This is an optimization exercise on Yosys and OpenROAD, whose aim is small area, not a production implementation.
RTL that was checked went through simulation tests only; none was proved equivalent to the original.
Power is estimated from default activity; no workload was simulated.

## soc_ifc_top
module soc_ifc_top (
    input  wire                            clk,
    input  wire                            cptra_rst_b,
    input  wire soc_ifc_pkg::soc_ifc_req_t req_i,
    output soc_ifc_pkg::soc_ifc_rsp_t      rsp_o,
    output logic                           fuse_done_o,
    output logic                           error_intr_o,
    output logic                           cptra_error_fatal_o,
    output logic                           nmi_intr_o
);
    logic [4:0]  a1;         
    logic [31:0] wd1;        
    logic        v1, we1, re1;
    logic        done_q;
    logic        mapped, refuse;
    always_comb begin
        mapped = ~req_i.addr[5] & (~req_i.addr[3] | (req_i.addr[2:0] == 3'd0));
        refuse = ~mapped;
        if (req_i.addr[4:0] == 5'h08)
            refuse = refuse | (req_i.write & (~req_i.soc_req | done_q));
        else if (req_i.addr[4:3] == 2'b00)
            refuse = refuse | (req_i.write & done_q);
    end
    always_ff @(posedge clk or negedge cptra_rst_b) begin
        if (!cptra_rst_b) begin
            v1  <= 1'b0;
            we1 <= 1'b0;
            re1 <= 1'b0;
        end else begin
            v1  <= req_i.req;
            we1 <= req_i.req & req_i.write & ~refuse;
            re1 <= req_i.req & ~req_i.write & ~refuse;
        end
    end
    always_ff @(posedge clk) begin
        a1  <= req_i.addr[4:0];
        wd1 <= req_i.wdata;
    end
    function automatic logic wr(input logic [4:0] a);
        wr = we1 & (a1 == a);
    endfunction
    logic [7:0][31:0] fuse_q;
    logic [7:0]       fuse_vld;
  ...
Size: about 1,300 cells after synthesis, roughly 450 flip-flops, roughly 18,000 um^2 of cells after synthesis.
==> module soc_ifc_top, before the edit <==
module soc_ifc_top (
    input  wire                            clk,
    input  wire                            cptra_rst_b,
    input  wire soc_ifc_pkg::soc_ifc_req_t req_i,
    output soc_ifc_pkg::soc_ifc_rsp_t      rsp_o,
    output logic                           fuse_done_o,
    output logic                           error_intr_o,
    output logic                           cptra_error_fatal_o,
    output logic                           nmi_intr_o
);
    logic [4:0]  a1;         
    logic [31:0] wd1;        
    logic        v1, we1, re1;
    logic        done_q;
    logic        mapped, refuse;
    always_comb begin
        mapped = ~req_i.addr[5] & (~req_i.addr[3] | (req_i.addr[2:0] == 3'd0));
        refuse = ~mapped;
        if (req_i.addr[4:0] == 5'h08)
            refuse = refuse | (req_i.write & (~req_i.soc_req | done_q));
        else if (req_i.addr[4:3] == 2'b00)
            refuse = refuse | (req_i.write & done_q);
    end
    always_ff @(posedge clk or negedge cptra_rst_b) begin
        if (!cptra_rst_b) begin
            v1  <= 1'b0;
            we1 <= 1'b0;
            re1 <= 1'b0;
        end else begin
            v1  <= req_i.req;
            we1 <= req_i.req & req_i.write & ~refuse;
            re1 <= req_i.req & ~req_i.write & ~refuse;
        end
    end
    always_ff @(posedge clk) begin
        a1  <= req_i.addr[4:0];
        wd1 <= req_i.wdata;
    end
    function automatic logic wr(input logic [4:0] a);
        wr = we1 & (a1 == a);
    endfunction
    logic [7:0][31:0] fuse_q;
    logic [7:0]       fuse_vld;
    logic [31:0]      p1_q, p2_q;
    logic             p1_vld, p2_vld;
    logic             t1_en_q, t2_en_q;
    logic [1:0]       intr_q;
    logic             fatal_q;
    logic [1:0]       to_q, to_f;
    logic [31:0]      c1_q, c2_q;
    logic fuse_wr;
    assign fuse_wr = we1 & (a1[4:3] == 2'b00);
    logic [7:0]  fuse_ld;
    logic        p1_ld, p2_ld;
    always_comb begin
        for (int w = 0; w < 8; w++) fuse_ld[w] = fuse_wr & (a1[2:0] == w[2:0]);
        p1_ld = wr(5'h12);
        p2_ld = wr(5'h15);
    end
    always_ff @(posedge clk) begin
        for (int w = 0; w < 8; w++)
            fuse_q[w] <= ({32{fuse_ld[w]}} & wd1) | ({32{~fuse_ld[w]}} & fuse_q[w]);
        p1_q <= ({32{p1_ld}} & wd1) | ({32{~p1_ld}} & p1_q);
        p2_q <= ({32{p2_ld}} & wd1) | ({32{~p2_ld}} & p2_q);
    end
    always_ff @(posedge clk or negedge cptra_rst_b) begin
        if (!cptra_rst_b) begin
            fuse_vld <= '0;
            p1_vld   <= 1'b0;
            p2_vld   <= 1'b0;
            done_q   <= 1'b0;
            t1_en_q  <= 1'b0;
            t2_en_q  <= 1'b0;
        end else begin
            for (int w = 0; w < 8; w++)
                if (fuse_wr && a1[2:0] == w[2:0]) fuse_vld[w] <= 1'b1;
            if (wr(5'h12)) p1_vld <= 1'b1;
            if (wr(5'h15)) p2_vld <= 1'b1;
            if (wr(5'h08)) done_q  <= wd1[0];
            if (wr(5'h10)) t1_en_q <= wd1[0];
            if (wr(5'h13)) t2_en_q <= wd1[0];
        end
    end
    logic [1:0] svc;
    logic       rst1, rst2, fatal_clr;
    assign svc       = {2{wr(5'h17)}} & wd1[1:0];
    assign rst1      = wr(5'h11) & wd1[0];
    assign rst2      = wr(5'h14) & wd1[0];
    assign fatal_clr = wr(5'h18) & wd1[0];
    logic run1, run2, clr1, clr2, ge1, ge2;
    assign run1 = t1_en_q;
    assign clr1 = ~t1_en_q | rst1 | svc[0];
    assign run2 = t2_en_q | to_q[0];
    assign clr2 = ~run2 | rst2 | svc[1];
    assign ge1  = ~p1_vld | (c1_q >= p1_q);
    assign ge2  = ~p2_vld | (c2_q >= p2_q);
    logic inc1, inc2;
    assign inc1 = run1 & ~to_q[0] & ~ge1;
    assign inc2 = run2 & ~to_q[1] & ~ge2;
    always_ff @(posedge clk) begin
        if (clr1) c1_q <= '0;
        else      c1_q <= c1_q + {31'd0, inc1};
        if (clr2) c2_q <= '0;
        else      c2_q <= c2_q + {31'd0, inc2};
        to_f <= to_q;
    end
    logic fatal_cond;
    assign fatal_cond = to_q[1] & ~t2_en_q;
    always_ff @(posedge clk or negedge cptra_rst_b) begin
        if (!cptra_rst_b) begin
            to_q    <= '0;
            intr_q  <= '0;
            fatal_q <= 1'b0;
        end else begin
            to_q[0]   <= ~clr1 & (to_q[0] | (run1 & ge1));
            to_q[1]   <= ~clr2 & (to_q[1] | (run2 & ge2));
            intr_q[0] <= (intr_q[0] & ~svc[0]) | (to_q[0] & ~to_f[0]);
            intr_q[1] <= (intr_q[1] & ~svc[1]) | (to_q[1] & ~to_f[1] & t2_en_q);
            fatal_q   <= (fatal_q & ~fatal_clr) | fatal_cond;
        end
    end
    logic       v2, e2, re2;
    logic [4:0] a2;
    logic [1:0] dyn_q;
    always_ff @(posedge clk or negedge cptra_rst_b) begin
        if (!cptra_rst_b) begin
            v2    <= 1'b0;
            e2    <= 1'b0;
            re2   <= 1'b0;
            dyn_q <= '0;
        end else begin
            v2  <= v1;
            e2  <= v1 & ~we1 & ~re1;
            re2 <= re1;
            dyn_q <= {2{re1}} & ((a1 == 5'h16) ? to_q :
                                 (a1 == 5'h17) ? intr_q :
                                 (a1 == 5'h18) ? {1'b0, fatal_q} : 2'b00);
        end
    end
    always_ff @(posedge clk) a2 <= a1;
    logic [31:0] rdata;
    always_comb begin
        rdata = '0;
        for (int w = 0; w < 8; w++)
            if (re2 && fuse_vld[w] && a2 == w[4:0]) rdata = rdata | fuse_q[w];
        if (re2 && p1_vld && a2 == 5'h12) rdata = rdata | p1_q;
        if (re2 && p2_vld && a2 == 5'h15) rdata = rdata | p2_q;
        rdata[0] = rdata[0] | (re2 & ((a2 == 5'h08 & done_q) | (a2 == 5'h10 & t1_en_q)
                                     | (a2 == 5'h13 & t2_en_q)));
        rdata[1:0] = rdata[1:0] | dyn_q;
    end
    assign rsp_o.valid         = v2;
    assign rsp_o.err           = e2;
    assign rsp_o.rdata         = rdata;
    assign fuse_done_o         = done_q;
    assign error_intr_o        = |intr_q;
    assign cptra_error_fatal_o = fatal_cond;
    assign nmi_intr_o          = fatal_cond;
endmodule
clock: 5.0 ns
lec_check: 0
cap_margin: 20
core_margin: 2
core_utilization: 40
slew_margin: 20
run.sh (not shown) runs the stock make flow with config.mk's settings and CLKGATE_MAP_FILE= SYNTH_SCRIPT=/design/flow/synth_recipe.tcl, a recipe that flattens the netlist after the stock synthesis.
Edit:
--- a/flow/design.v
+++ b/flow/design.v
@@ -159,16 +159,28 @@
     assign clr1 = ~t1_en_q | rst1 | svc[0];
     assign run2 = t2_en_q | to_q[0];
     assign clr2 = ~run2 | rst2 | svc[1];
-    assign ge1  = ~p1_vld | (c1_q >= p1_q);
-    assign ge2  = ~p2_vld | (c2_q >= p2_q);
+    logic [32:0] ge1_c, ge2_c;
+    logic [32:0] all1_c, all2_c;
+    always_comb begin
+        ge1_c[0]  = 1'b1;
+        ge2_c[0]  = 1'b1;
+        all1_c[0] = 1'b1;
+        all2_c[0] = 1'b1;
+        for (int i = 0; i < 32; i++) begin
+            ge1_c[i+1]  = (c1_q[i] & ~p1_q[i]) | ((c1_q[i] | ~p1_q[i]) & ge1_c[i]);
+            ge2_c[i+1]  = (c2_q[i] & ~p2_q[i]) | ((c2_q[i] | ~p2_q[i]) & ge2_c[i]);
+            all1_c[i+1] = all1_c[i] & c1_q[i];
+            all2_c[i+1] = all2_c[i] & c2_q[i];
+        end
+    end
+    assign ge1 = ~p1_vld | ge1_c[32];
+    assign ge2 = ~p2_vld | ge2_c[32];
     logic inc1, inc2;
     assign inc1 = run1 & ~to_q[0] & ~ge1;
     assign inc2 = run2 & ~to_q[1] & ~ge2;
     always_ff @(posedge clk) begin
-        if (clr1) c1_q <= '0;
-        else      c1_q <= c1_q + {31'd0, inc1};
-        if (clr2) c2_q <= '0;
-        else      c2_q <= c2_q + {31'd0, inc2};
+        c1_q <= {32{~clr1}} & (c1_q ^ ({32{inc1}} & all1_c[31:0]));
+        c2_q <= {32{~clr2}} & (c2_q ^ ({32{inc2}} & all2_c[31:0]));
         to_f <= to_q;
     end
     logic fatal_cond;
Via count went up by about 1.4%.
Die area went down by 2.1%.
Fmax went up by about 2.5%.
Synthesized area went down by about 2.2%.
Wire length went up by about 1%.
Sequential share of layout area went up by 0.95 points.
Cell area went down by 1.6%.
Clock-buffer cell count went down by 12.
Sequential power barely changes.
Core utilization went up by 0.38 points.
Worst hold slack is worse by 0.012 ns.
Worst setup slack is better by 0.11 ns.
Non-clock buffer count went down by 3.
Flip-flop and latch count stays the same.
Only the layout flow was run in the first run of this note; the RTL was not checked for function there.

afterwards: timing with drivers on the ports:
In the flow no input, the clock included, has a driving cell. The finished layouts below were timed again as built, in two steps.
Step 1 assumes that a clkbuf_16 drives the clock port and a buf_2 every other input.
Step 2 moves the port delays by t, midway between the first and last clock arrival at a register: inputs arrive t later, outputs are due t later. That takes back most of the time a late clock gives input paths.
Three values: ideal ports, drivers, drivers and shift; two values: the first two.
run	t, ns	setup WS [ns]	worst setup path after step 2
the first run	0.611	0.250 / 0.195 / 0.721	register to register
the second run	0.614	0.364 / 0.308 / 0.922	register to output
After both steps every run listed still meets setup and hold.
